What follows belongs to an exercise in optimizing a design on an open flow for small area, a short achievable clock period and few clock cycles per item; a production flow would make more cautious choices.
Function was checked by simulation only, so behaviour that the tests miss may differ from the original.

### flow/config.mk
export PLATFORM = sky130hd
export DESIGN_NAME = rgb_to_hsv_pixel_top
export DESIGN_NICKNAME = rgb_to_hsv_pixel_top
export VERILOG_FILES = /design/flow/design.v
export SDC_FILE = /design/flow/constraint.sdc
export NUM_CORES = 4
export LEC_CHECK = 0
export ABC_AREA = 1
export CAP_MARGIN = 20
export CORE_MARGIN = 2
export CORE_UTILIZATION = 40
export CTS_CLUSTER_DIAMETER = 80
export CTS_CLUSTER_SIZE = 24
export SETUP_SLACK_MARGIN = 4.5
export SLEW_MARGIN = 20
export TNS_END_PERCENT = 10
### flow/constraint.sdc
create_clock -name core_clock -period 8.5 [get_ports {clock}]
set_input_delay 1.7000 -clock core_clock [delete_from_list [all_inputs] [get_ports {clock}]]
set_output_delay 1.7000 -clock core_clock [all_outputs]
set_load 0.01 [all_outputs]
### flow/design.v
module rgb_to_hsv_pixel_top (
   input  logic        clock,
   input  logic        reset,
   input  logic        pix_valid,
   output logic        pix_ready,
   input  logic [7:0]  pix_red,
   input  logic [7:0]  pix_green,
   input  logic [7:0]  pix_blue,
   output logic        hsv_valid,
   input  logic        hsv_ready,
   output logic [14:0] hsv_hue,
   output logic [7:0]  hsv_saturation,
   output logic [7:0]  hsv_brightness,
   output logic        hsv_is_gray
);
   logic [0:0] rg_1;
   logic [0:0] rb_2;
   logic [0:0] gb_3;
   logic v1;
   logic [7:0] s1_r;
   logic [7:0] s1_g;
   logic [7:0] s1_b;
   logic [0:0] s1_rg;
   logic [0:0] s1_rb;
   logic [0:0] s1_gb;
   logic [0:0] isr_4;
   logic [0:0] isg_5;
   logic [1:0] sec_6;
   logic [7:0] mx_7;
   logic [7:0] md_8;
   logic [7:0] mn_9;
   logic [0:0] neg_10;
   logic [7:0] dl_11;
   logic [7:0] d_12;
   logic [11:0] d15_13;
   logic [7:0] hR_14;
   logic [3:0] hL_15;
   logic v2;
   logic [1:0] s2_sec;
   logic [7:0] s2_mx;
   logic [0:0] s2_neg;
   logic [7:0] s2_dl;
   logic [7:0] s2_hR;
   logic [3:0] s2_hL;
   logic [2:0] hL_16;
   logic [8:0] hT_17;
   logic [9:0] hD_18;
   logic [0:0] hge_19;
   logic [7:0] hR_20;
   logic [0:0] hQ_21;
   logic [1:0] hL_22;
   logic [8:0] hT_23;
   logic [9:0] hD_24;
   logic [0:0] hge_25;
   logic [7:0] hR_26;
   logic [1:0] hQ_27;
   logic v3;
   logic [1:0] s3_sec;
   logic [7:0] s3_mx;
   logic [0:0] s3_neg;
   logic [7:0] s3_dl;
   logic [7:0] s3_hR;
   logic [1:0] s3_hL;
   logic [1:0] s3_hQ;
   logic [0:0] hL_28;
   logic [8:0] hT_29;
   logic [9:0] hD_30;
   logic [0:0] hge_31;
   logic [7:0] hR_32;
   logic [2:0] hQ_33;
   logic [8:0] hT_34;
   logic [9:0] hD_35;
   logic [0:0] hge_36;
   logic [7:0] hR_37;
   logic [3:0] hQ_38;
   logic [0:0] sb_39;
   logic [7:0] sR_40;
   logic v4;
   logic [1:0] s4_sec;
   logic [7:0] s4_mx;
   logic [0:0] s4_neg;
   logic [7:0] s4_dl;
   logic [7:0] s4_hR;
   logic [3:0] s4_hQ;
   logic [0:0] s4_sb;
   logic [7:0] s4_sR;
   logic [8:0] hT_41;
   logic [9:0] hD_42;
   logic [0:0] hge_43;
   logic [7:0] hR_44;
   logic [4:0] hQ_45;
   logic [8:0] sT_46;
   logic [9:0] sD_47;
   logic [0:0] sge_48;
   logic [7:0] sR_49;
   logic [0:0] sQ_50;
   logic [0:0] sb_51;
   logic [8:0] hT_52;
   logic [9:0] hD_53;
   logic [0:0] hge_54;
   logic [7:0] hR_55;
   logic [5:0] hQ_56;
   logic [8:0] sT_57;
   logic [9:0] sD_58;
   logic [0:0] sge_59;
   logic [7:0] sR_60;
   logic [1:0] sQ_61;
   logic [0:0] sb_62;
   logic v5;
   logic [1:0] s5_sec;
   logic [7:0] s5_mx;
   logic [0:0] s5_neg;
   logic [7:0] s5_dl;
   logic [7:0] s5_hR;
   logic [5:0] s5_hQ;
   logic [0:0] s5_sb;
   logic [7:0] s5_sR;
   logic [1:0] s5_sQ;
   logic [8:0] hT_63;
   logic [9:0] hD_64;
   logic [0:0] hge_65;
   logic [7:0] hR_66;
   logic [6:0] hQ_67;
   logic [8:0] sT_68;
   logic [9:0] sD_69;
   logic [0:0] sge_70;
   logic [7:0] sR_71;
   logic [2:0] sQ_72;
   logic [0:0] sb_73;
   logic [8:0] hT_74;
   logic [9:0] hD_75;
   logic [0:0] hge_76;
   logic [7:0] hR_77;
   logic [7:0] hQ_78;
   logic [8:0] sT_79;
   logic [9:0] sD_80;
   logic [0:0] sge_81;
   logic [7:0] sR_82;
   logic [3:0] sQ_83;
   logic [0:0] sb_84;
   logic v6;
   logic [1:0] s6_sec;
   logic [7:0] s6_mx;
   logic [0:0] s6_neg;
   logic [7:0] s6_dl;
   logic [7:0] s6_hR;
   logic [7:0] s6_hQ;
   logic [0:0] s6_sb;
   logic [7:0] s6_sR;
   logic [3:0] s6_sQ;
   logic [8:0] hT_85;
   logic [9:0] hD_86;
   logic [0:0] hge_87;
   logic [7:0] hR_88;
   logic [8:0] hQ_89;
   logic [8:0] sT_90;
   logic [9:0] sD_91;
   logic [0:0] sge_92;
   logic [7:0] sR_93;
   logic [4:0] sQ_94;
   logic [0:0] sb_95;
   logic [8:0] hT_96;
   logic [9:0] hD_97;
   logic [0:0] hge_98;
   logic [7:0] hR_99;
   logic [9:0] hQ_100;
   logic [8:0] sT_101;
   logic [9:0] sD_102;
   logic [0:0] sge_103;
   logic [7:0] sR_104;
   logic [5:0] sQ_105;
   logic [0:0] sb_106;
   logic v7;
   logic [1:0] s7_sec;
   logic [7:0] s7_mx;
   logic [0:0] s7_neg;
   logic [7:0] s7_dl;
   logic [7:0] s7_hR;
   logic [9:0] s7_hQ;
   logic [0:0] s7_sb;
   logic [7:0] s7_sR;
   logic [5:0] s7_sQ;
   logic [8:0] hT_107;
   logic [9:0] hD_108;
   logic [0:0] hge_109;
   logic [7:0] hR_110;
   logic [10:0] hQ_111;
   logic [8:0] sT_112;
   logic [9:0] sD_113;
   logic [0:0] sge_114;
   logic [7:0] sR_115;
   logic [6:0] sQ_116;
   logic [0:0] sb_117;
   logic [8:0] hT_118;
   logic [9:0] hD_119;
   logic [0:0] hge_120;
   logic [7:0] hR_121;
   logic [11:0] hQ_122;
   logic [8:0] sT_123;
   logic [9:0] sD_124;
   logic [0:0] sge_125;
   logic [7:0] sR_126;
   logic [7:0] sQ_127;
   logic [0:0] gray_128;
   logic [5:0] bh_129;
   logic [5:0] hp_130;
   logic [5:0] hn_131;
   logic [5:0] hn1_132;
   logic [0:0] nz_133;
   logic [8:0] lo_134;
   logic [5:0] hi_135;
   logic [0:0] z_136;
   logic [14:0] hue_137;
   logic [7:0] sat_138;
   logic [31:0] res_139;
   logic en;
   logic o_valid;
   logic [31:0] o_res;
   assign rg_1 = pix_red >= pix_green;
   assign rb_2 = pix_red >= pix_blue;
   assign gb_3 = pix_green >= pix_blue;
   assign isr_4 = s1_rg & s1_rb;
   assign isg_5 = ~isr_4 & s1_gb;
   assign sec_6 = {~isr_4 & ~isg_5, isg_5};
   assign mx_7 = isr_4 ? s1_r : (isg_5 ? s1_g : s1_b);
   assign md_8 = isr_4 ? (s1_gb ? s1_g : s1_b) : (isg_5 ? (s1_rb ? s1_r : s1_b) : (s1_rg ? s1_r : s1_g));
   assign mn_9 = isr_4 ? (s1_gb ? s1_b : s1_g) : (isg_5 ? (s1_rb ? s1_b : s1_r) : (s1_rg ? s1_g : s1_r));
   assign neg_10 = isr_4 ? ~s1_gb : (isg_5 ? s1_rb : ~s1_rg);
   assign dl_11 = mx_7 - mn_9;
   assign d_12 = md_8 - mn_9;
   assign d15_13 = {d_12, 4'b0000} - {4'b0000, d_12};
   assign hR_14 = d15_13[11:4];
   assign hL_15 = d15_13[3:0];
   assign hL_16 = s2_hL[2:0];
   assign hT_17 = {s2_hR, s2_hL[3]};
   assign hD_18 = {1'b0, hT_17} - {2'b00, s2_dl};
   assign hge_19 = ~hD_18[9];
   assign hR_20 = hge_19 ? hD_18[7:0] : hT_17[7:0];
   assign hQ_21 = hge_19;
   assign hL_22 = hL_16[1:0];
   assign hT_23 = {hR_20, hL_16[2]};
   assign hD_24 = {1'b0, hT_23} - {2'b00, s2_dl};
   assign hge_25 = ~hD_24[9];
   assign hR_26 = hge_25 ? hD_24[7:0] : hT_23[7:0];
   assign hQ_27 = {hQ_21, hge_25};
   assign hL_28 = s3_hL[0:0];
   assign hT_29 = {s3_hR, s3_hL[1]};
   assign hD_30 = {1'b0, hT_29} - {2'b00, s3_dl};
   assign hge_31 = ~hD_30[9];
   assign hR_32 = hge_31 ? hD_30[7:0] : hT_29[7:0];
   assign hQ_33 = {s3_hQ, hge_31};
   assign hT_34 = {hR_32, hL_28[0]};
   assign hD_35 = {1'b0, hT_34} - {2'b00, s3_dl};
   assign hge_36 = ~hD_35[9];
   assign hR_37 = hge_36 ? hD_35[7:0] : hT_34[7:0];
   assign hQ_38 = {hQ_33, hge_36};
   assign sb_39 = (s3_dl[7] ^ (|s3_dl[6:0]));
   assign sR_40 = {~(s3_dl[7] ^ (|s3_dl[6:0])), ~(s3_dl[6] ^ (|s3_dl[5:0])), ~(s3_dl[5] ^ (|s3_dl[4:0])), ~(s3_dl[4] ^ (|s3_dl[3:0])), ~(s3_dl[3] ^ (|s3_dl[2:0])), ~(s3_dl[2] ^ (|s3_dl[1:0])), ~(s3_dl[1] ^ (|s3_dl[0:0])), ~s3_dl[0]};
   assign hT_41 = {s4_hR, 1'b0};
   assign hD_42 = {1'b0, hT_41} - {2'b00, s4_dl};
   assign hge_43 = ~hD_42[9];
   assign hR_44 = hge_43 ? hD_42[7:0] : hT_41[7:0];
   assign hQ_45 = {s4_hQ, hge_43};
   assign sT_46 = {s4_sR, s4_sb};
   assign sD_47 = {1'b0, sT_46} - {2'b00, s4_mx};
   assign sge_48 = ~sD_47[9];
   assign sR_49 = sge_48 ? sD_47[7:0] : sT_46[7:0];
   assign sQ_50 = sge_48;
   assign sb_51 = (s4_dl[6] ^ (|s4_dl[5:0]));
   assign hT_52 = {hR_44, 1'b0};
   assign hD_53 = {1'b0, hT_52} - {2'b00, s4_dl};
   assign hge_54 = ~hD_53[9];
   assign hR_55 = hge_54 ? hD_53[7:0] : hT_52[7:0];
   assign hQ_56 = {hQ_45, hge_54};
   assign sT_57 = {sR_49, sb_51};
   assign sD_58 = {1'b0, sT_57} - {2'b00, s4_mx};
   assign sge_59 = ~sD_58[9];
   assign sR_60 = sge_59 ? sD_58[7:0] : sT_57[7:0];
   assign sQ_61 = {sQ_50, sge_59};
   assign sb_62 = (s4_dl[5] ^ (|s4_dl[4:0]));
   assign hT_63 = {s5_hR, 1'b0};
   assign hD_64 = {1'b0, hT_63} - {2'b00, s5_dl};
   assign hge_65 = ~hD_64[9];
   assign hR_66 = hge_65 ? hD_64[7:0] : hT_63[7:0];
   assign hQ_67 = {s5_hQ, hge_65};
   assign sT_68 = {s5_sR, s5_sb};
   assign sD_69 = {1'b0, sT_68} - {2'b00, s5_mx};
   assign sge_70 = ~sD_69[9];
   assign sR_71 = sge_70 ? sD_69[7:0] : sT_68[7:0];
   assign sQ_72 = {s5_sQ, sge_70};
   assign sb_73 = (s5_dl[4] ^ (|s5_dl[3:0]));
   assign hT_74 = {hR_66, 1'b0};
   assign hD_75 = {1'b0, hT_74} - {2'b00, s5_dl};
   assign hge_76 = ~hD_75[9];
   assign hR_77 = hge_76 ? hD_75[7:0] : hT_74[7:0];
   assign hQ_78 = {hQ_67, hge_76};
   assign sT_79 = {sR_71, sb_73};
   assign sD_80 = {1'b0, sT_79} - {2'b00, s5_mx};
   assign sge_81 = ~sD_80[9];
   assign sR_82 = sge_81 ? sD_80[7:0] : sT_79[7:0];
   assign sQ_83 = {sQ_72, sge_81};
   assign sb_84 = (s5_dl[3] ^ (|s5_dl[2:0]));
   assign hT_85 = {s6_hR, 1'b0};
   assign hD_86 = {1'b0, hT_85} - {2'b00, s6_dl};
   assign hge_87 = ~hD_86[9];
   assign hR_88 = hge_87 ? hD_86[7:0] : hT_85[7:0];
   assign hQ_89 = {s6_hQ, hge_87};
   assign sT_90 = {s6_sR, s6_sb};
   assign sD_91 = {1'b0, sT_90} - {2'b00, s6_mx};
   assign sge_92 = ~sD_91[9];
   assign sR_93 = sge_92 ? sD_91[7:0] : sT_90[7:0];
   assign sQ_94 = {s6_sQ, sge_92};
   assign sb_95 = (s6_dl[2] ^ (|s6_dl[1:0]));
   assign hT_96 = {hR_88, 1'b0};
   assign hD_97 = {1'b0, hT_96} - {2'b00, s6_dl};
   assign hge_98 = ~hD_97[9];
   assign hR_99 = hge_98 ? hD_97[7:0] : hT_96[7:0];
   assign hQ_100 = {hQ_89, hge_98};
   assign sT_101 = {sR_93, sb_95};
   assign sD_102 = {1'b0, sT_101} - {2'b00, s6_mx};
   assign sge_103 = ~sD_102[9];
   assign sR_104 = sge_103 ? sD_102[7:0] : sT_101[7:0];
   assign sQ_105 = {sQ_94, sge_103};
   assign sb_106 = (s6_dl[1] ^ (|s6_dl[0:0]));
   assign hT_107 = {s7_hR, 1'b0};
   assign hD_108 = {1'b0, hT_107} - {2'b00, s7_dl};
   assign hge_109 = ~hD_108[9];
   assign hR_110 = hge_109 ? hD_108[7:0] : hT_107[7:0];
   assign hQ_111 = {s7_hQ, hge_109};
   assign sT_112 = {s7_sR, s7_sb};
   assign sD_113 = {1'b0, sT_112} - {2'b00, s7_mx};
   assign sge_114 = ~sD_113[9];
   assign sR_115 = sge_114 ? sD_113[7:0] : sT_112[7:0];
   assign sQ_116 = {s7_sQ, sge_114};
   assign sb_117 = s7_dl[0];
   assign hT_118 = {hR_110, 1'b0};
   assign hD_119 = {1'b0, hT_118} - {2'b00, s7_dl};
   assign hge_120 = ~hD_119[9];
   assign hR_121 = hge_120 ? hD_119[7:0] : hT_118[7:0];
   assign hQ_122 = {hQ_111, hge_120};
   assign sT_123 = {sR_115, sb_117};
   assign sD_124 = {1'b0, sT_123} - {2'b00, s7_mx};
   assign sge_125 = ~sD_124[9];
   assign sR_126 = sge_125 ? sD_124[7:0] : sT_123[7:0];
   assign sQ_127 = {sQ_116, sge_125};
   assign gray_128 = ~|s7_dl;
   assign bh_129 = (s7_sec == 2'd1) ? 6'd15 : (s7_sec == 2'd2) ? 6'd30 : (s7_neg ? 6'd45 : 6'd0);
   assign hp_130 = bh_129 + {3'b000, hQ_122[11:9]};
   assign hn_131 = bh_129 - {3'b000, hQ_122[11:9]};
   assign hn1_132 = bh_129 - {3'b000, hQ_122[11:9]} - 6'd1;
   assign nz_133 = |hQ_122[8:0];
   assign lo_134 = {hQ_122[8] ^ (s7_neg & (|hQ_122[7:0])), hQ_122[7] ^ (s7_neg & (|hQ_122[6:0])), hQ_122[6] ^ (s7_neg & (|hQ_122[5:0])), hQ_122[5] ^ (s7_neg & (|hQ_122[4:0])), hQ_122[4] ^ (s7_neg & (|hQ_122[3:0])), hQ_122[3] ^ (s7_neg & (|hQ_122[2:0])), hQ_122[2] ^ (s7_neg & (|hQ_122[1:0])), hQ_122[1] ^ (s7_neg & (|hQ_122[0:0])), hQ_122[0]};
   assign hi_135 = s7_neg ? (nz_133 ? hn1_132 : hn_131) : hp_130;
   assign z_136 = gray_128 | (((s7_sec == 2'd0) & s7_neg) & ~nz_133 & ~|hQ_122[11:9]);
   assign hue_137 = z_136 ? 15'd0 : {hi_135, lo_134};
   assign sat_138 = gray_128 ? 8'd0 : sQ_127;
   assign res_139 = {hue_137, sat_138, s7_mx, gray_128};
   always_ff @(posedge clock) begin
      if (reset) v1 <= 1'b0;
      else if (en) v1 <= pix_valid;
   end
   always_ff @(posedge clock) begin
      if (en) begin
         s1_r <= pix_red;
         s1_g <= pix_green;
         s1_b <= pix_blue;
         s1_rg <= rg_1;
         s1_rb <= rb_2;
         s1_gb <= gb_3;
      end
   end
   always_ff @(posedge clock) begin
      if (reset) v2 <= 1'b0;
      else if (en) v2 <= v1;
   end
   always_ff @(posedge clock) begin
      if (en) begin
         s2_sec <= sec_6;
         s2_mx <= mx_7;
         s2_neg <= neg_10;
         s2_dl <= dl_11;
         s2_hR <= hR_14;
         s2_hL <= hL_15;
      end
   end
   always_ff @(posedge clock) begin
      if (reset) v3 <= 1'b0;
      else if (en) v3 <= v2;
   end
   always_ff @(posedge clock) begin
      if (en) begin
         s3_sec <= s2_sec;
         s3_mx <= s2_mx;
         s3_neg <= s2_neg;
         s3_dl <= s2_dl;
         s3_hR <= hR_26;
         s3_hL <= hL_22;
         s3_hQ <= hQ_27;
      end
   end
   always_ff @(posedge clock) begin
      if (reset) v4 <= 1'b0;
      else if (en) v4 <= v3;
   end
   always_ff @(posedge clock) begin
      if (en) begin
         s4_sec <= s3_sec;
         s4_mx <= s3_mx;
         s4_neg <= s3_neg;
         s4_dl <= s3_dl;
         s4_hR <= hR_37;
         s4_hQ <= hQ_38;
         s4_sb <= sb_39;
         s4_sR <= sR_40;
      end
   end
   always_ff @(posedge clock) begin
      if (reset) v5 <= 1'b0;
      else if (en) v5 <= v4;
   end
   always_ff @(posedge clock) begin
      if (en) begin
         s5_sec <= s4_sec;
         s5_mx <= s4_mx;
         s5_neg <= s4_neg;
         s5_dl <= s4_dl;
         s5_hR <= hR_55;
         s5_hQ <= hQ_56;
         s5_sb <= sb_62;
         s5_sR <= sR_60;
         s5_sQ <= sQ_61;
      end
   end
   always_ff @(posedge clock) begin
      if (reset) v6 <= 1'b0;
      else if (en) v6 <= v5;
   end
   always_ff @(posedge clock) begin
      if (en) begin
         s6_sec <= s5_sec;
         s6_mx <= s5_mx;
         s6_neg <= s5_neg;
         s6_dl <= s5_dl;
         s6_hR <= hR_77;
         s6_hQ <= hQ_78;
         s6_sb <= sb_84;
         s6_sR <= sR_82;
         s6_sQ <= sQ_83;
      end
   end
   always_ff @(posedge clock) begin
      if (reset) v7 <= 1'b0;
      else if (en) v7 <= v6;
   end
   always_ff @(posedge clock) begin
      if (en) begin
         s7_sec <= s6_sec;
         s7_mx <= s6_mx;
         s7_neg <= s6_neg;
         s7_dl <= s6_dl;
         s7_hR <= hR_99;
         s7_hQ <= hQ_100;
         s7_sb <= sb_106;
         s7_sR <= sR_104;
         s7_sQ <= sQ_105;
      end
   end
   assign en = ~o_valid | hsv_ready;
   always_ff @(posedge clock) begin
      if (reset) o_valid <= 1'b0;
      else if (en) o_valid <= v7;
   end
   always_ff @(posedge clock) begin
      if (en) o_res <= res_139;
   end
   assign pix_ready      = en;
   assign hsv_valid      = o_valid;
   assign hsv_hue        = o_res[31:17];
   assign hsv_saturation = o_res[16:9];
   assign hsv_brightness = o_res[8:1];
   assign hsv_is_gray    = o_res[0];
endmodule
### flow/flow/run.sh
#!/bin/bash
# Standard layout, with clock tree synthesis told not to add dummy loads.
cat standard.sh > standard_script_copy.log
export CTS_ARGS="-sink_clustering_enable -repair_clock_nets -sink_clustering_size 24 -sink_clustering_max_diameter 80 -dont_use_dummy_load"
bash standard.sh > standard.log 2>&1
### flow/standard.sh
#!/bin/bash
# synth_recipe.tcl (not shown) runs the flow's synth.tcl, then flattens the netlist and writes it again
# the make line also repeats each setting of config.mk as NAME=value (left out here)
make -C /OpenROAD-flow-scripts/flow DESIGN_CONFIG=/design/flow/config.mk WORK_HOME=/design/flow/orfs CLKGATE_MAP_FILE= SYNTH_SCRIPT=/design/flow/synth_recipe.tcl "${@:-finish}"
==> impl_metrics.tcl, run 1 <==
set metrics [dict create \
    row_count 83 \
    drive_above_1_share_pct 7.31 \
    netlist_instances 2236 \
    crit_arrival_ps 2270 \
    drt_iter0_markers 914 \
    tns_ps 0 \
    dpl.hpwl_um 32000 \
    cts_hold_buf 0 \
    synth.top_cell.area_share_pct 44.5 \
    netlist_area_sq_um 20600 \
    synth_edf_count 305 \
    grt_pass1_wl_um 72200 \
    coreArea_sq_um 51100 \
    worstPathRequired_ps 6800 \
    finClkSkew_ps 47.8 \
    grt_overflow 0 \
    htree_levels 1 \
    cp-end-kind "output pin" \
    synth_top_family_by_area "simple AND/OR/NAND/NOR gates" \
    synth_common_cells "nand2_1, edfxtp_1, inv_1" \
    drtPass1Iterations 5 \
    yosysSeqAreaShare_pct 45.3 \
    ys_ff_latch 313 \
    antenna-diode-count 0 \
    antenna_found_initial 0 \
    cts_tree "done" \
    num_io_pins 62 \
    yosys-top-cells-area "edfxtp_1, ha_1, nand2_1" \
    cp-start-kind "primary input" \
    grtUsageTotal_pct 16.4 \
    synthAdderAreaFrac_pct 14.7 \
    clock_path_buffers 3 \
    die_w_um 231 \
    status "timing/DRC/antenna clean" \
    synth_most_common_cell "nand2_1" \
    period_minus_slack_ps 3970 \
    ys.warnings.count 1 \
    regMostFlops "o_res" \
    synth_cell_types 58 \
    period_share_pct 46.7 \
    clock_latency_ps 560 \
    largest_register_ffs 32 \
    ant_nets 0 \
    vias_per_cell 5.01 \
    ctsRootBufferMaster "clkbuf_16" \
    ys_async_sr_fraction_pct 0 \
    rsz0062_at_grt "yes" \
    syn-num-nets 2494 \
    cts.reportedPaths.clkPinSlew_ps 90 \
    io_buffers 61 \
    synth_compound_area_share_pct 11.1 \
    synth_xor_xnor_area_share_pct 5.22 \
    drc 0 \
    nets 2587 \
    cts.sinks 313 \
    critPathKind "primary input to output pin" \
    wl_per_cell_um 14.4 \
    synth_simple_gate_area_share_pct 17.0 \
    relSlewSlack_pct 41.5 \
    drv_slew 0 \
    fmax_ghz 0.252 \
    grt_max_degree 149 \
    n_fill_cell 4902 \
    final_hold_viol_count 0 \
    routed_wl_um 43300 \
    cp_max_fo 2 \
    worst_pin_slew_ps 878 \
    cts_buffers 22 \
    largestRegisters "o_res x32, s7_hQ x10" \
    syn2layout_area_growth_pct 11.6 \
    muxShareOfSynthArea_pct 0.0547 \
    finalSetupViolations 0 \
    synth_area_per_cell_sq_um 9.21 \
    synth_ff_type "edfxtp_1" \
    die_y_um 231 \
    holdCritPathClass "flop to flop" \
    via_count 15100 \
    synth_top_cell_by_area "edfxtp_1" \
    die-area_sq_um 53300 \
    grt_pass1_vias 15200 \
    finalWeightedCongestion 0.885 \
    drv_cap 0 \
    initial_core_util_pct 40.3 \
]
==> layout make-up <==
class	instances	area, sq um	share of cell area [%]
Clock buffer	22	551	2.40
Inverter	316	1230	5.37
Multi-Input combinational cell	1579	10100	43.8
Sequential cell	313	9320	40.6
Tap cell	680	851	3.70
Timing Repair Buffer	94	900	3.91
Timing Repair inverter	3	48.8	0.212
==> worst max-delay path, cell delays in order <==
cell	delay (ps)
buf_2	110
nor2_4	120
buf_12	140
clkinv_16	60
buf_6	120
==> layer usage <==
metal	routed length (um)	track usage, %	vias up
li1	-	-	7788
met1	18600	19.1	6970
met2	21900	30.8	237
met3	1120	1.78	85
met4	1640	5.95	0
met5	0	0	-
==> logic make-up (layout without fill, tap and decap cells) <==
kind of cell / Yosys count / after routing
buffers and inverters: 345 / 435
muxes: 1 / 1
and+or+nand+nor: 812 / 813
xor gates and xnor gates: 121 / 121
adders and majority gates: 230 / 230
AOI/OAI and AO/OA: 414 / 414
DFF: 313 / 313
==> final timing paths <==
check                                         from                 end  slack, ps  cells past startpoint
worst min-delay path            s5_hQ[3]$_DFFE_PP_  s6_hQ[5]$_DFFE_PP_        390                      0
worst max register to register     s1_rb$_DFFE_PP_  s2_hR[7]$_DFFE_PP_       4560                     20
worst min register to register  s5_hQ[3]$_DFFE_PP_  s6_hQ[5]$_DFFE_PP_        390                      0
worst max-delay path                     hsv_ready           pix_ready       4530                      5
==> placed cells by master, fill, tap and decap left out, types with 13 or more instances in the layout <==
master and n:
ha_1 206, inv_1 298, xor2_1 67, nand2_1 499, xnor2_1 52, nand2_2 13, edfxtp_1 305, fa_1 18
clkbuf_16 22, or2_2 18, nor2_1 130, o21ai_0 130, a21oi_1 202, clkdlybuf4s50_1 59, nor3_1 14, nand3_1 85
nand4_1 25, buf_4 28
==> timing repair <==
| item | in CTS | in global routing |
|---|---|---|
| setup endpoints to repair | 9 | 52 |
| buffers inserted | 12 | 19 |
| cloned | 3 | 1 |
| pin swaps | 2 | 6 |
| resized for setup | 13 | 38 |
==> per-stage QoR <==
stage / setup slack (ps) / hold slack, ps / util (%) / std cells / cell area, sq um
after floorplan: 4210 / 400 / - / 2236 / 20600
after global placement: 3340 / 401 / 42.9 / 2950 / 21900
after detailed placement: 3310 / 405 / 42.9 / 2950 / 21900
after CTS: 4450 / 393 / 44.3 / 2987 / 22700
after global routing: 4380 / 411 / 45.0 / 3007 / 23000
final: 4530 / 393 / 45.0 / 3007 / 23000
Testbench counts, summed over its fixed seeds: cycles 16,064, items 16,000.
==> run 2, diff against run 1 <==
--- a/flow/design.v
+++ b/flow/design.v
@@ -359,3 +359,3 @@
       if (reset) v1 <= 1'b0;
-      else if (en) v1 <= pix_valid;
+      else if (en) v1 <= (pix_valid & pix_ready);
    end
@@ -467,11 +467,11 @@
    end
-   assign en = ~o_valid | hsv_ready;
+   assign pix_ready = ~o_valid | hsv_ready;
+   assign en = pix_ready | ~v7;
    always_ff @(posedge clock) begin
       if (reset) o_valid <= 1'b0;
-      else if (en) o_valid <= v7;
+      else if (pix_ready) o_valid <= v7;
    end
    always_ff @(posedge clock) begin
-      if (en) o_res <= res_139;
+      if (pix_ready & v7) o_res <= res_139;
    end
-   assign pix_ready      = en;
    assign hsv_valid      = o_valid;
==> flow/run.sh (new file) <==
#!/bin/bash
# synth_recipe.tcl (not shown) runs the flow's synth.tcl, then flattens the netlist and writes it again
# the make line also repeats each setting of config.mk as NAME=value (left out here)
make -C /OpenROAD-flow-scripts/flow DESIGN_CONFIG=/design/flow/config.mk WORK_HOME=/design/flow/orfs CLKGATE_MAP_FILE= SYNTH_SCRIPT=/design/flow/synth_recipe.tcl finish
--- a/flow/config.mk
+++ b/flow/config.mk
@@ -13,3 +13,3 @@
 export CTS_CLUSTER_SIZE = 24
-export SETUP_SLACK_MARGIN = 4.5
+export SETUP_SLACK_MARGIN = 4.6
 export SLEW_MARGIN = 20
removed: flow/flow/run.sh
removed: flow/standard.sh
==> impl_metrics.tcl, run 2 <==
set metrics [dict create \
    r2r-end "s2_hR[7]$_DFFE_PP_" \
    synth_edf_count 305 \
    period_share_pct 46.7 \
    crit_end "pix_ready" \
    coreArea_sq_um 51100 \
    synth_common_cells "nand2_1, edfxtp_1, inv_1" \
    regMostFlops "o_res" \
    cp-end-kind "output pin" \
    die-area_sq_um 53300 \
    grt_pass1_wl_um 71200 \
    cp_max_fo 2 \
    cts.sinks 313 \
    relSlewSlack_pct 30.6 \
    synth_top_cell_by_area "edfxtp_1" \
    finClkSkew_ps 25.9 \
    dr_wl_met2_um 22200 \
    htree_levels 1 \
    drive_above_1_share_pct 9.07 \
    die_w_um 231 \
    drtPass1Iterations 6 \
    holdCritPathClass "flop to flop" \
    synth_most_common_cell "nand2_1" \
    yosysSeqAreaShare_pct 45.2 \
    netlist_area_sq_um 20600 \
    ys.warnings.count 1 \
    grtUsageTotal_pct 16.0 \
    wl_per_cell_um 14.2 \
    cts_tree "done" \
    die_y_um 231 \
    period_minus_slack_ps 3970 \
    clock_latency_ps 550 \
    cp-startpoint "hsv_ready" \
    stdcell_count 3017 \
    synth.top_cell.area_share_pct 44.5 \
    cts.reportedPaths.clkPinSlew_ps 90 \
    cts_buffers 21 \
    worst_r2r_startpoint "s1_rb$_DFFE_PP_" \
    ctsRootBufferMaster "clkbuf_16" \
    grt_max_degree 196 \
    wl_met1_um 18500 \
    drt_iter0_markers 874 \
    largest_register_ffs 32 \
    slowest_stage "dlygate4sd2_1" \
    layout_common_cells "nand2_1, edfxtp_1, inv_1, ha_1, a21oi_1" \
    synth_cell_types 56 \
    grt_pass1_vias 14900 \
    crit_path_cell_trace "dlygate4sd2_1 -> nor2_4 -> inv_4 -> buf_6" \
    yosys-top-cells-area "edfxtp_1, ha_1, nand2_1" \
    antenna-diode-count 0 \
    finalWeightedCongestion 0.879 \
    synth_area_per_cell_sq_um 9.24 \
    worst_pin_slew_ps 1040 \
    clock_path_buffers 3 \
    crit_arrival_ps 2270 \
    final_hold_viol_count 0 \
    rsz0062_at_grt "yes" \
    routed_wl_um 42800 \
    worstPathRequired_ps 6800 \
    dr_wl_met3_um 1070 \
    ant_nets 0 \
    grt_overflow 0 \
    ys_async_sr_fraction_pct 0 \
    vias_per_cell 5.00 \
    initial_core_util_pct 40.3 \
    postLayoutCoreUtil_pct 45.4 \
    syn2layout_area_growth_pct 12.7 \
    synth_ff_type "edfxtp_1" \
    drc 0 \
    numPlacedInstances 2943 \
    netlist_instances 2230 \
    rrSetupSlack_ps 4670 \
    drv_cap 0 \
    syn-num-nets 2488 \
    critPathKind "primary input to output pin" \
    top_layer "met4" \
    drv_slew 0 \
    row_count 83 \
    tns_ps 0 \
    finalSetupViolations 0 \
    cp-start-kind "primary input" \
    cts_hold_buf 0 \
    io_buffers 61 \
    hp-start "s4_neg$_DFFE_PP_" \
    crit_path_max_incr_delay_ps 260 \
    via_count 15100 \
    largestRegisters "o_res x32, s7_hQ x10" \
    status "timing/DRC/antenna clean" \
    num_io_pins 62 \
    layout_commonest_cell "nand2_1" \
    fmax_ghz 0.252 \
    dpl.hpwl_um 32400 \
    antenna_found_initial 0 \
    rr_worst_depth 21 \
    ys_ff_latch 313 \
    nets 2580 \
]
==> run 2: cell types whose count changed in the layout (fill, tap and decap cells not counted), moves of 5 or more <==
cell,before,now
o21ai_0,130,100
nand2_1,499,484
inv_2,11,17
o21ai_1,9,34
xor2_1,67,75
nor2_4,5,10
buf_4,28,33
a21oi_1,202,196
a21oi_2,11,19
==> run 2: stage by stage <==
| step | hold WS (ps) | cell area, sq um | worst slack, ps |
|---|---|---|---|
| floorplan | 400 | 20600 | 1910 |
| global placement | 402 | 21900 | 3230 |
| detailed placement | 405 | 21900 | 2970 |
| CTS | 408 | 22900 | 4520 |
| global route | 419 | 23200 | 4460 |
| finish | 412 | 23200 | 4530 |
==> run 2: timing repair <==
item | in CTS | in global routing
gates cloned | 1 | 0
pin swaps | 2 | 19
resized for setup | 23 | 56
hold endpoints to repair | 0 | 0
setup buffers | 14 | 21
endpoints found under the setup margin | 19 | 59
==> run 2: worst min path at each step <==
stage                               end  cells past startpoint
finish                 s5_neg$_DFFE_PP_                      0
global route        s5_sec[1]$_DFFE_PP_                      0
CTS                    s5_neg$_DFFE_PP_                      0
detailed placement   s3_mx[3]$_DFFE_PP_                      0
global placement     s3_mx[5]$_DFFE_PP_                      0
floorplan            s3_hL[0]$_DFFE_PP_                      0
==> run 2: kinds of logic (layout without fill, tap and decap cells) <==
family / after synthesis / count (layout) / synth area share (%)
buf+inv: 353 / 460 / 6.75
simple gates: 798 / 798 / 16.8
mux: 1 / 1 / 0.0547
flops: 313 / 313 / 45.2
compound gates: 412 / 412 / 11.3
xor+xnor: 123 / 123 / 5.23
fa+ha+maj: 230 / 230 / 14.7
==> run 2: cell type report <==
| class | instances | area [sq um] |
|---|---|---|
| fillers | 4824 | 27900 |
| multi-input cells | 1564 | 10200 |
| flip-flops and latches | 313 | 9320 |
| inverters | 322 | 1240 |
| repair buffers | 99 | 923 |
| well taps | 680 | 851 |
| clock buffers | 25 | 562 |
| clock inverters | 13 | 156 |
| repair inverters | 1 | 6.26 |
==> run 2: critical path: cells and delay by family <==
family | cells | cell delay [ps]
buffers and inverters | 3 | 410
AND/OR/NAND/NOR | 1 | 160
==> run 2: routing by layer <==
metal | vias up | global-route usage (%)
met1 | 7050 | 18.8
met5 | - | 0
met3 | 59 | 1.64
li1 | 7748 | -
met2 | 230 | 30.7
met4 | 0 | 4.19
Testbench counts of run 2, summed over its fixed seeds: cycles 16,064, items 16,000.
==> run 3, diff against run 2 <==
--- a/flow/config.mk
+++ b/flow/config.mk
@@ -13,3 +13,3 @@
 export CTS_CLUSTER_SIZE = 24
-export SETUP_SLACK_MARGIN = 4.6
+export SETUP_SLACK_MARGIN = 4.75
 export SLEW_MARGIN = 20
==> impl_metrics.tcl, run 3 <==
set metrics [dict create \
    tns_ps 0 \
    htree_levels 1 \
    nets 2590 \
    holdCritPathClass "flop to flop" \
    synth_top_family_by_area "simple AND/OR/NAND/NOR gates" \
    n_fill_cell 4811 \
    crit_buf_inv 3 \
    synth_top_cell_by_area "edfxtp_1" \
    grt_pass1_wl_um 71300 \
    yosysSeqAreaShare_pct 45.2 \
    cp-startpoint "hsv_ready" \
    cts.sinks 313 \
    stdcell_area_sq_um 23400 \
    syn2layout_area_growth_pct 13.7 \
    cts_tree "done" \
    largest_register_ffs 32 \
    antenna-diode-count 0 \
    cts_buffers 21 \
    netlist_area_sq_um 20600 \
    grt_overflow 0 \
    ys_async_sr_fraction_pct 0 \
    drv_slew 0 \
    synthAdderAreaFrac_pct 14.7 \
    ctsRootBufferMaster "clkbuf_16" \
    grt_pass1_vias 15000 \
    relSlewSlack_pct 27.4 \
    antenna_found_initial 0 \
    crit_path_cell_trace "buf_2 -> nor2_4 -> inv_4 -> buf_6" \
    crit_path_max_incr_delay_ps 150 \
    worst_r2r_startpoint "s1_rb$_DFFE_PP_" \
    drtPass1Iterations 5 \
    synth.top_cell.area_share_pct 44.5 \
    synth_edf_count 305 \
    worst_pin_slew_ps 1090 \
    regMostFlops "o_res" \
    netlist_instances 2230 \
    largestRegisters "o_res x32, s7_hQ x10" \
    drt_iter0_markers 899 \
    synth_common_cells "nand2_1, edfxtp_1, inv_1" \
    initial_core_util_pct 40.3 \
    cp_max_fo 2 \
    row_count 83 \
    rsz0062_at_grt "yes" \
    finalWeightedCongestion 0.879 \
    critPathKind "primary input to output pin" \
    muxShareOfSynthArea_pct 0.0547 \
    worstPathRequired_ps 6800 \
    status "timing/DRC/antenna clean" \
    drv_cap 0 \
    synth_area_per_cell_sq_um 9.24 \
    synth_most_common_cell "nand2_1" \
    drive_above_1_share_pct 10.7 \
    clock_latency_ps 550 \
    layout_common_cells "nand2_1, edfxtp_1, inv_1, ha_1, a21oi_1" \
    synth_simple_gate_area_share_pct 16.8 \
    postPlaceCellArea_sq_um 21900 \
    synth_xor_xnor_area_share_pct 5.23 \
    yosys-top-cells-area "edfxtp_1, ha_1, nand2_1" \
    final_hold_viol_count 0 \
    cp-end-kind "output pin" \
    routed_wl_um 43200 \
    vias_per_cell 4.99 \
    slowest_stage "nor2_4" \
    crit_family "buffers and inverters" \
    ant_nets 0 \
    clock_path_buffers 3 \
    coreArea_sq_um 51100 \
    dpl.hpwl_um 32400 \
    period_minus_slack_ps 3820 \
    grt_max_degree 196 \
    io_buffers 61 \
    crit_arrival_ps 2120 \
    period_share_pct 45.0 \
    num_io_pins 62 \
    synth_compound_area_share_pct 11.3 \
    cts.reportedPaths.clkPinSlew_ps 90 \
    finalSetupViolations 0 \
    die_y_um 231 \
    synth_ff_type "edfxtp_1" \
    via_count 15100 \
    die_w_um 231 \
    grtUsageTotal_pct 16.0 \
    fmax_ghz 0.262 \
    drc 0 \
    layout_commonest_cell "nand2_1" \
    synth_cell_types 56 \
    whs_ps 414 \
    ys_ff_latch 313 \
    syn-num-nets 2488 \
    die-area_sq_um 53300 \
    wl_per_cell_um 14.3 \
    finClkSkew_ps 26.2 \
    hp-start "s4_neg$_DFFE_PP_" \
    ys.warnings.count 1 \
    cp-start-kind "primary input" \
]
-- run 3: cell counts after synthesis --
Identical to the previous run, type by type.
-- run 3: area by class of cell --
class | instances | area [sq um] | share of cell area (%)
clock inverter | 13 | 156 | 0.668
timing repair buffer | 108 | 1010 | 4.29
clock buffer | 25 | 562 | 2.40
tap | 680 | 851 | 3.63
inverter | 322 | 1250 | 5.32
timing repair inverter | 1 | 6.26 | 0.0267
multi-input combinational | 1565 | 10300 | 43.9
sequential | 313 | 9320 | 39.8
-- run 3: kinds of logic (layout without fill, tap and decap cells) --
| kind of cell | after synthesis | after routing |
|---|---|---|
| adder cells (fa/ha/maj) | 230 | 230 |
| XOR/XNOR | 123 | 123 |
| AO/OA/AOI/OAI | 412 | 412 |
| buffers and inverters | 353 | 469 |
| flip-flops | 313 | 313 |
| AND/OR/NAND/NOR | 798 | 799 |
| multiplexers | 1 | 1 |
-- run 3: worst register-to-register path: stages (launching register included) --
cell      delay (ps)
edfxtp_1         490
buf_6            190
buf_4            140
nor2_1            90
a21oi_1           60
a221oi_2         330
ha_1             320
a21oi_2          170
or2_1            150
nand3_2           90
or2_1            250
nand2_2          100
ha_4             220
a21oi_1          240
nor2_2            70
a211oi_2         280
nand3_1          150
nor2_2           140
xor2_1            60
-- run 3: final timing paths --
check	endpoint	slack [ps]	cells past startpoint
max	pix_ready	4680	4
min	s5_neg$_DFFE_PP_	410	0
max reg2reg	s2_hR[6]$_DFFE_PP_	4710	18
min reg2reg	s5_neg$_DFFE_PP_	410	0
-- run 3: metrics by stage --
stage	std cells	util, %	setup WS (ps)
after CTS	3003	44.9	4650
after global placement	2942	42.9	3230
after detailed placement	2943	43.0	2970
after global routing	3027	45.8	4500
final	3027	45.8	4680
after floorplan	2230	-	1910
-- run 3: repair_timing --
item / in CTS / in global routing
setup buffers: 21 / 23
pin swaps: 7 / 39
hold buffers: 0 / 0
cloned: 1 / 1
resized for setup: 36 / 92
setup endpoints to repair: 37 / 79
-- run 3: layer usage --
metal	routed length (um)	global-route usage [%]	vias to the layer above
met3	1040	1.67	60
li1	-	-	7773
met1	18600	18.7	7057
met2	22500	30.7	214
met4	1110	4.38	0
met5	0	0	-
==> run 4, diff against run 3 <==
--- a/flow/design.v
+++ b/flow/design.v
@@ -18,9 +18,2 @@
    logic [0:0] gb_3;
-   logic v1;
-   logic [7:0] s1_r;
-   logic [7:0] s1_g;
-   logic [7:0] s1_b;
-   logic [0:0] s1_rg;
-   logic [0:0] s1_rb;
-   logic [0:0] s1_gb;
    logic [0:0] isr_4;
@@ -32,2 +25,8 @@
    logic [0:0] neg_10;
+   logic v1;
+   logic [1:0] s1_sec;
+   logic [7:0] s1_mx;
+   logic [7:0] s1_md;
+   logic [7:0] s1_mn;
+   logic [0:0] s1_neg;
    logic [7:0] dl_11;
@@ -221,11 +220,11 @@
    assign gb_3 = pix_green >= pix_blue;
-   assign isr_4 = s1_rg & s1_rb;
-   assign isg_5 = ~isr_4 & s1_gb;
+   assign isr_4 = rg_1 & rb_2;
+   assign isg_5 = ~isr_4 & gb_3;
    assign sec_6 = {~isr_4 & ~isg_5, isg_5};
-   assign mx_7 = isr_4 ? s1_r : (isg_5 ? s1_g : s1_b);
-   assign md_8 = isr_4 ? (s1_gb ? s1_g : s1_b) : (isg_5 ? (s1_rb ? s1_r : s1_b) : (s1_rg ? s1_r : s1_g));
-   assign mn_9 = isr_4 ? (s1_gb ? s1_b : s1_g) : (isg_5 ? (s1_rb ? s1_b : s1_r) : (s1_rg ? s1_g : s1_r));
-   assign neg_10 = isr_4 ? ~s1_gb : (isg_5 ? s1_rb : ~s1_rg);
-   assign dl_11 = mx_7 - mn_9;
-   assign d_12 = md_8 - mn_9;
+   assign mx_7 = isr_4 ? pix_red : (isg_5 ? pix_green : pix_blue);
+   assign md_8 = isr_4 ? (gb_3 ? pix_green : pix_blue) : (isg_5 ? (rb_2 ? pix_red : pix_blue) : (rg_1 ? pix_red : pix_green));
+   assign mn_9 = isr_4 ? (gb_3 ? pix_blue : pix_green) : (isg_5 ? (rb_2 ? pix_blue : pix_red) : (rg_1 ? pix_green : pix_red));
+   assign neg_10 = isr_4 ? ~gb_3 : (isg_5 ? rb_2 : ~rg_1);
+   assign dl_11 = s1_mx - s1_mn;
+   assign d_12 = s1_md - s1_mn;
    assign d15_13 = {d_12, 4'b0000} - {4'b0000, d_12};
@@ -363,8 +362,7 @@
       if (en) begin
-         s1_r <= pix_red;
-         s1_g <= pix_green;
-         s1_b <= pix_blue;
-         s1_rg <= rg_1;
-         s1_rb <= rb_2;
-         s1_gb <= gb_3;
+         s1_sec <= sec_6;
+         s1_mx <= mx_7;
+         s1_md <= md_8;
+         s1_mn <= mn_9;
+         s1_neg <= neg_10;
       end
@@ -377,5 +375,5 @@
       if (en) begin
-         s2_sec <= sec_6;
-         s2_mx <= mx_7;
-         s2_neg <= neg_10;
+         s2_sec <= s1_sec;
+         s2_mx <= s1_mx;
+         s2_neg <= s1_neg;
          s2_dl <= dl_11;
--- a/flow/config.mk
+++ b/flow/config.mk
@@ -13,3 +13,3 @@
 export CTS_CLUSTER_SIZE = 24
-export SETUP_SLACK_MARGIN = 4.75
+export SETUP_SLACK_MARGIN = 4.7
 export SLEW_MARGIN = 20
==> impl_metrics.tcl, run 4 <==
set metrics [dict create \
    synth_cell_types 56 \
    stdcell_area_sq_um 23000 \
    status "timing/DRC/antenna clean" \
    fmax_ghz 0.259 \
    cts.sinks 313 \
    vias_per_cell 5.00 \
    grt_pass1_wl_um 68300 \
    grt_busiest_layer "met2" \
    ant_nets 0 \
    use_met2_pct 28.9 \
    drc 0 \
    die_w_um 230 \
    cp-end-kind "output pin" \
    crit_arrival_ps 2160 \
    final_hold_viol_count 0 \
    syn2layout_area_growth_pct 12.7 \
    relSlewSlack_pct 36.6 \
    holdCritPathClass "flop to flop" \
    postLayoutCoreUtil_pct 45.8 \
    synth_area_per_cell_sq_um 9.39 \
    row_count 82 \
    grt_overflow 0 \
    use_met3_pct 1.41 \
    netlist_area_sq_um 20400 \
    routed_wl_um 41100 \
    yosys-top-cells-area "edfxtp_1, ha_1, nand2_1" \
    io_buffers 61 \
    crit_path_cell_trace "clkdlybuf4s15_2 -> nor2_4 -> inv_4 -> buf_6" \
    synth_ff_type "edfxtp_1" \
    netlist_instances 2175 \
    clock_latency_ps 550 \
    cts_hold_buf 0 \
    worstPathRequired_ps 6800 \
    worst_pin_slew_ps 948 \
    cts_buffers 20 \
    grt_max_degree 155 \
    grt_pass1_vias 14800 \
    grtUsageTotal_pct 15.3 \
    rr_worst_depth 19 \
    period_share_pct 45.5 \
    clock_path_buffers 3 \
    tns_ps 0 \
    syn-num-nets 2433 \
    dpl.hpwl_um 30900 \
    largest_register_ffs 32 \
    antenna_found_initial 0 \
    die_y_um 230 \
    layout_commonest_cell "nand2_1" \
    crit_cells 4 \
    antenna-diode-count 0 \
    rsz0062_at_grt "yes" \
    period_minus_slack_ps 3860 \
    cts.reportedPaths.clkPinSlew_ps 100 \
    via_count 14800 \
    drive_above_1_share_pct 9.60 \
    cp-startpoint "hsv_ready" \
    finalWeightedCongestion 0.868 \
    regMostFlops "o_res" \
    cp_max_fo 2 \
    drv_cap 0 \
    synth_edf_count 305 \
    crit_family "buffers and inverters" \
    cp-start-kind "primary input" \
    use_met1_pct 18.0 \
    ctsRootBufferMaster "clkbuf_16" \
    htree_levels 1 \
    coreArea_sq_um 50300 \
    ys.warnings.count 1 \
    num_io_pins 62 \
    critPathKind "primary input to output pin" \
    worst_r2r_startpoint "s7_dl[7]$_DFFE_PP_" \
    r2r-end "o_res[29]$_SDFFCE_PP0P_" \
    crit_path_max_incr_delay_ps 190 \
    postPlaceCellArea_sq_um 21800 \
    crit_buf_inv 3 \
    largestRegisters "o_res x32, s7_hQ x10" \
    drtPass1Iterations 5 \
    synth_top_cell_by_area "edfxtp_1" \
    cts_tree "done" \
    rrSetupSlack_ps 4860 \
    initial_core_util_pct 40.6 \
    ys_ff_latch 313 \
    layout_common_cells "nand2_1, edfxtp_1, inv_1, ha_1, a21oi_1" \
    drt_iter0_markers 760 \
    wl_per_cell_um 13.9 \
    yosysSeqAreaShare_pct 45.6 \
    synth_common_cells "nand2_1, edfxtp_1, inv_1" \
    synth_most_common_cell "nand2_1" \
    nets 2526 \
    die-area_sq_um 52900 \
    finClkSkew_ps 17.7 \
    drv_slew 0 \
    finalSetupViolations 0 \
    slowest_stage "clkdlybuf4s15_2" \
    synth.top_cell.area_share_pct 44.8 \
    crit_end "pix_ready" \
    ys_async_sr_fraction_pct 0 \
]
==> run 4: cell count changes after synthesis, sizes merged, moves of 4 or more <==
cell and change:
buf +4, a21oi -13, nor2 -29, a211oi -8, inv -22, nand2 -11
or2 -11, xor2 +7, nand3 +10, o21ai +25
==> run 4: metrics by stage <==
step	hold slack [ps]	cells	setup WS [ps]
after CTS	424	2925	4600
after global routing	429	2953	4580
final	418	2953	4640
after detailed placement	405	2879	3050
after global placement	402	2879	3120
after floorplan	400	2175	1910
==> run 4: worst min path at each step <==
stage / from / end / slack (ps) / cells past startpoint
finish: s6_hQ[5]$_DFFE_PP_ / s7_hQ[7]$_DFFE_PP_ / 420 / 0
global route: s6_hQ[5]$_DFFE_PP_ / s7_hQ[7]$_DFFE_PP_ / 430 / 0
CTS: s6_hQ[5]$_DFFE_PP_ / s7_hQ[7]$_DFFE_PP_ / 420 / 0
detailed placement: s2_mx[3]$_DFFE_PP_ / s3_mx[3]$_DFFE_PP_ / 400 / 0
global placement: s5_hQ[2]$_DFFE_PP_ / s6_hQ[4]$_DFFE_PP_ / 400 / 0
floorplan: s1_neg$_DFFE_PP_ / s2_neg$_DFFE_PP_ / 400 / 0
==> run 4: metal layers <==
layer  vias up  part of all wire (%)
met3        66                   2.9
met2       269                    52
met4         0                   2.8
met5         -                     0
li1       7595                     -
met1      6836                    42
==> run 4: cell families after synthesis <==
group,share of synthesized area [%]
and+or+nand+nor,16.2
buffers and inverters,6.49
xor gates and xnor gates,5.61
AOI/OAI and AO/OA,11.2
adders and majority gates,14.8
DFF,45.6
muxes,0.110
==> run 4: area by class of cell <==
class,count,area (sq um)
repair buffers,96,951
clock buffers,23,533
clock inverters,12,158
flip-flops and latches,313,9320
fillers,4733,27300
multi-input cells,1537,10100
well taps,672,841
inverters,300,1150
==> run 4: repair_timing <==
item / CTS / global route
pin swaps: 7 / 17
setup endpoints to repair: 68 / 112
buffers inserted: 10 / 21
cloned: 1 / 7
resized for setup: 20 / 44
Testbench counts of run 4, summed over its fixed seeds: cycles 16,064, items 16,000.
==> run 5, diff against run 4 <==
--- a/flow/config.mk
+++ b/flow/config.mk
@@ -13,3 +13,4 @@
 export CTS_CLUSTER_SIZE = 24
-export SETUP_SLACK_MARGIN = 4.7
+export PLACE_DENSITY = 0.7
+export SETUP_SLACK_MARGIN = 4.75
 export SLEW_MARGIN = 20
==> impl_metrics.tcl, run 5 <==
set metrics [dict create \
    status "timing/DRC/antenna clean" \
    cp_max_fo 4 \
    die_y_um 230 \
    via_count 14900 \
    ys_async_sr_fraction_pct 0 \
    layout_common_cells "nand2_1, edfxtp_1, inv_1, ha_1, a21oi_1" \
    synth_most_common_cell "nand2_1" \
    vias_per_cell 5.05 \
    ctsRootBufferMaster "clkbuf_16" \
    num_io_pins 62 \
    layout_commonest_cell "nand2_1" \
    synth_common_cells "nand2_1, edfxtp_1, inv_1" \
    rsz0062_at_grt "yes" \
    clock_latency_ps 520 \
    synth_area_per_cell_sq_um 9.39 \
    synth_ff_type "edfxtp_1" \
    drtPass1Iterations 7 \
    drt_iter0_markers 808 \
    nets 2518 \
    io_buffers 61 \
    holdCritPathClass "flop to flop" \
    yosys-top-cells-area "edfxtp_1, ha_1, nand2_1" \
    finalWeightedCongestion 0.874 \
    cts.reportedPaths.clkPinSlew_ps 90 \
    synth_top_cell_by_area "edfxtp_1" \
    largest_register_ffs 32 \
    grt_pass1_wl_um 66200 \
    rr_worst_depth 19 \
    die_w_um 230 \
    syn2layout_area_growth_pct 11.8 \
    tns_ps 0 \
    regMostFlops "o_res" \
    initial_core_util_pct 40.6 \
    postLayoutCoreUtil_pct 45.4 \
    synth_cell_types 56 \
    netlist_area_sq_um 20400 \
    cp-end-kind "output pin" \
    routed_wl_um 39500 \
    final_hold_viol_count 0 \
    slowest_stage "nor2_4" \
    critPathKind "primary input to output pin" \
    crit_path_max_incr_delay_ps 110 \
    cp-start-kind "primary input" \
    synth_edf_count 305 \
    worst_pin_slew_ps 990 \
    syn-num-nets 2433 \
    holdPathStages 0 \
    fmax_ghz 0.265 \
    drv_slew 0 \
    synth.top_cell.area_share_pct 44.8 \
    grtUsageTotal_pct 14.6 \
    ant_nets 0 \
    netlist_instances 2175 \
    grt_overflow 0 \
    htree_levels 1 \
    finalSetupViolations 0 \
    coreArea_sq_um 50300 \
    cts_tree "done" \
    drive_above_1_share_pct 9.07 \
    wl_per_cell_um 13.4 \
    antenna_found_initial 0 \
    grt_pass1_vias 14700 \
    largestRegisters "o_res x32, s7_hQ x10" \
    cts.sinks 313 \
    dpl.hpwl_um 30000 \
    ys_ff_latch 313 \
    period_minus_slack_ps 3780 \
    ys.warnings.count 1 \
    cts_hold_buf 0 \
    crit_arrival_ps 2080 \
    finClkSkew_ps 22.6 \
    row_count 82 \
    n_fill_cell 4637 \
    worstPathRequired_ps 6800 \
    period_share_pct 44.5 \
    numPlacedInstances 2879 \
    relSlewSlack_pct 34.0 \
    cts_buffers 19 \
    drv_cap 0 \
    crit_path_cell_trace "clkbuf_2 -> nor2_4 -> inv_4 -> buf_6" \
    drc 0 \
    antenna-diode-count 0 \
    grt_max_degree 172 \
    clock_path_buffers 3 \
    yosysSeqAreaShare_pct 45.6 \
    die-area_sq_um 52900 \
    stdcell_count 2944 \
]
## run 5: cell count changes in the layout (fill, tap and decap cells not counted), sizes merged
| cell | delta |
|---|---|
| buf | -4 |
| nand2 | -3 |
| clkdlybuf4s15 | -1 |
| clkinv | -2 |
| clkbuf | +2 |
| nand3 | -1 |
## run 5: cells by family after synthesis
logic type,count (synthesis),synth area share [%]
simple gates,764,16.2
compound gates,404,11.2
buf+inv,333,6.49
flops,313,45.6
fa+ha+maj,230,14.8
xor+xnor,129,5.61
mux,2,0.110
## run 5: final cells by class
class / instances / area, sq um / share of cell area, %
well taps: 672 / 841 / 3.68
multi-input cells: 1533 / 9980 / 43.7
clock inverters: 10 / 123 / 0.537
repair buffers: 93 / 940 / 4.11
flip-flops and latches: 313 / 9320 / 40.8
clock buffers: 23 / 500 / 2.19
inverters: 300 / 1140 / 5.01
## run 5: worst max-delay path, delay by kind of cell
family        cells  cell delay (ps)
simple gates      1              110
buf+inv           3              270
## run 5: per-layer routing
layer	GRT usage, %	part of all wire [%]
met5	0	0
met4	5.54	3.6
met3	1.39	3.1
met2	27.5	51
met1	16.8	42
## run 5: per-stage QoR
| stage | worst slack, ps | area, sq um | hold WS [ps] |
|---|---|---|---|
| detailed placement | 3760 | 21800 | 405 |
| global placement | 3850 | 21800 | 405 |
| finish | 4720 | 22800 | 415 |
| CTS | 4580 | 22500 | 420 |
| global route | 4590 | 22800 | 421 |
| floorplan | 1910 | 20400 | 400 |
## run 5: worst paths after layout
kind / startpoint / endpoint / slack, ps
setup / recovery: hsv_ready / pix_ready / 4720
hold / removal: s3_mx[7]$_DFFE_PP_ / s4_mx[7]$_DFFE_PP_ / 410
setup reg to reg: s7_dl[5]$_DFFE_PP_ / o_res[18]$_SDFFCE_PP0P_ / 4880
hold reg to reg: s3_mx[7]$_DFFE_PP_ / s4_mx[7]$_DFFE_PP_ / 410
## run 5: what timing repair did
action,CTS,global route
endpoints found under the setup margin,74,116
setup buffers,9,18
pin swaps,3,17
cloned,0,5
resized for setup,12,48
==> run 6, diff against run 5 <==
--- a/flow/config.mk
+++ b/flow/config.mk
@@ -13,3 +13,2 @@
 export CTS_CLUSTER_SIZE = 24
-export PLACE_DENSITY = 0.7
 export SETUP_SLACK_MARGIN = 4.75
==> impl_metrics.tcl, run 6 <==
set metrics [dict create \
    use_met1_pct 18.1 \
    io_buffers 61 \
    grt_pass1_vias 14800 \
    ctsRootBufferMaster "clkbuf_16" \
    regMostFlops "o_res" \
    fmax_ghz 0.263 \
    ys_async_sr_fraction_pct 0 \
    grt_overflow 0 \
    syn2layout_area_growth_pct 12.7 \
    vias_per_cell 5.00 \
    drtPass1Iterations 5 \
    worst_pin_slew_ps 953 \
    cp_max_fo 2 \
    hp-start "s6_hQ[5]$_DFFE_PP_" \
    synth_area_per_cell_sq_um 9.39 \
    largest_register_ffs 32 \
    layout_common_cells "nand2_1, edfxtp_1, inv_1, ha_1, a21oi_1" \
    grt_pass1_wl_um 68300 \
    yosysSeqAreaShare_pct 45.6 \
    r2r-end "o_res[29]$_SDFFCE_PP0P_" \
    synth_ff_type "edfxtp_1" \
    via_count 14800 \
    antenna-diode-count 0 \
    routed_wl_um 41100 \
    num_io_pins 62 \
    status "timing/DRC/antenna clean" \
    synth_most_common_cell "nand2_1" \
    row_count 82 \
    finClkSkew_ps 17.6 \
    worstPathRequired_ps 6800 \
    use_met3_pct 1.41 \
    cp-start-kind "primary input" \
    drt_iter0_markers 710 \
    grt_max_degree 155 \
    holdCritPathClass "flop to flop" \
    relSlewSlack_pct 36.3 \
    die_y_um 230 \
    n_fill_cell 4737 \
    netlist_area_sq_um 20400 \
    netlist_instances 2175 \
    critPathKind "primary input to output pin" \
    die-area_sq_um 52900 \
    rr_worst_depth 19 \
    ys_ff_latch 313 \
    synth.top_cell.area_share_pct 44.8 \
    nets 2529 \
    antenna_found_initial 0 \
    drc 0 \
    synth_common_cells "nand2_1, edfxtp_1, inv_1" \
    cts.sinks 313 \
    hold_path_end "s7_hQ[7]$_DFFE_PP_" \
    synth_top_cell_by_area "edfxtp_1" \
    synth_cell_types 56 \
    multi_input_area_sq_um 10100 \
    cts_buffers 20 \
    period_minus_slack_ps 3800 \
    rsz0062_at_grt "yes" \
    coreArea_sq_um 50300 \
    die_w_um 230 \
    ys.warnings.count 1 \
    drv_cap 0 \
    ant_nets 0 \
    wl_per_cell_um 13.9 \
    cp-end-kind "output pin" \
    tns_ps 0 \
    drv_slew 0 \
    drive_above_1_share_pct 10.2 \
    holdPathStages 0 \
    clock_latency_ps 550 \
    worst_r2r_startpoint "s7_dl[7]$_DFFE_PP_" \
    period_share_pct 44.7 \
    syn-num-nets 2433 \
    use_met2_pct 28.8 \
    grt_busiest_layer "met2" \
    finalSetupViolations 0 \
    layout_commonest_cell "nand2_1" \
    grtUsageTotal_pct 15.3 \
    dpl.hpwl_um 30900 \
    synth_edf_count 305 \
    final_hold_viol_count 0 \
    regArea_sq_um 9320 \
    htree_levels 1 \
    finalWeightedCongestion 0.868 \
    rrSetupSlack_ps 4930 \
    largestRegisters "o_res x32, s7_hQ x10" \
    cts.reportedPaths.clkPinSlew_ps 100 \
    yosys-top-cells-area "edfxtp_1, ha_1, nand2_1" \
    initial_core_util_pct 40.6 \
    crit_arrival_ps 2100 \
    clock_path_buffers 3 \
    cts_tree "done" \
]
[run 6: final cells by class]
cell class / count / area share (%)
well taps: 672 / 3.65
clock buffers: 23 / 2.32
repair buffers: 100 / 4.18
clock inverters: 12 / 0.685
inverters: 300 / 4.99
flip-flops and latches: 313 / 40.5
multi-input cells: 1536 / 43.7
[run 6: worst max-delay path by stage]
stage	slack, ps	endpoint	startpoint	cells after the start
4_1_cts	4690	s7_sR[5]$_DFFE_PP_	s6_mx[2]$_DFFE_PP_	20
3_5_place_dp	3050	s1_mn[7]$_DFFE_PP_	pix_green[7]	11
3_3_place_gp	3120	s1_mn[0]$_DFFE_PP_	pix_green[3]	12
2_1_floorplan	1910	s1_md[0]$_DFFE_PP_	hsv_ready	4
5_1_grt	4660	s1_mn[7]$_DFFE_PP_	pix_green[7]	13
6_report	4700	pix_ready	hsv_ready	4
[run 6: what timing repair did]
item                       4_1_cts  5_1_grt
gates cloned                     1        6
gates resized for setup         26       49
setup endpoints to repair      144      114
pin swaps                        7       23
hold buffers                     0        0
buffers inserted                10       25
[run 6: cell families (layout without fill, tap and decap cells)]
group,count (synthesis),in the layout,synth area share [%]
muxes,2,2,0.110
DFF,313,313,45.6
buffers and inverters,333,435,6.49
AOI/OAI and AO/OA,404,404,11.2
xor gates and xnor gates,129,129,5.61
adders and majority gates,230,230,14.8
and+or+nand+nor,764,771,16.2
[run 6: per-stage QoR]
stage          setup slack, ps  area [sq um]  util [%]  hold slack, ps  std cells
2_1_floorplan             1910         20400         -             400       2175
3_3_place_gp              3120         21800      43.3             402       2879
3_5_place_dp              3050         21800      43.3             405       2879
4_1_cts                   4690         22600      45.0             424       2925
5_1_grt                   4660         23000      45.8             429       2956
6_report                  4700         23000      45.8             419       2956
[run 6: routing by layer]
metal  part of all wire (%)  wire length (um)
met3                    2.8              1170
met4                    3.0              1230
met5                      0                 0
met2                     52             21500
met1                     42             17200
[run 6: worst max-delay path, stage by stage]
cell,delay (ps)
buf_2,110
nor2_4,140
inv_4,40
buf_6,110

re-timing with driven ports:
How much do the figures lean on ideal ports? The routed layouts below were timed once more, with nothing changed but the port constraints. Step 1 (the two cells are an assumption about what drives the block):
set clk [get_ports {clock}]
set_driving_cell -lib_cell sky130_fd_sc_hd__clkbuf_16 $clk
set_driving_cell -lib_cell sky130_fd_sc_hd__buf_2 [delete_from_list [all_inputs] $clk]
Step 2 adds t to the input delays and takes it off the output delays; t is the mean of the earliest and latest rising clock arrival at the registers after step 1. Input paths then give back, and output paths get back, about the clock's delay inside the block. Three values: no drivers, after step 1, after step 2; two values: the first two.
run | shift t [ns] | setup WS [ns] | slew at the worst register clock pin (ns) | pins driven straight from the clock port
run 1 | 0.588 | 4.527 / 4.507 / 4.319 | 0.09 / 0.09 | 1
run 2 | 0.596 | 4.527 / 4.502 / 4.502 | 0.10 / 0.10 | 1
run 3 | 0.596 | 4.679 / 4.652 / 4.652 | 0.10 / 0.10 | 1
run 4 | 0.596 | 4.636 / 4.613 / 4.178 | 0.10 / 0.10 | 1
run 5 | 0.559 | 4.720 / 4.696 / 4.191 | 0.09 / 0.09 | 1
run 6 | 0.597 | 4.700 / 4.680 / 4.223 | 0.10 / 0.10 | 1
After both steps setup and hold are still met in every run listed. The setup slack of run 5, which loses most, moves by -0.024 ns with the drivers and by -0.529 ns with both steps.
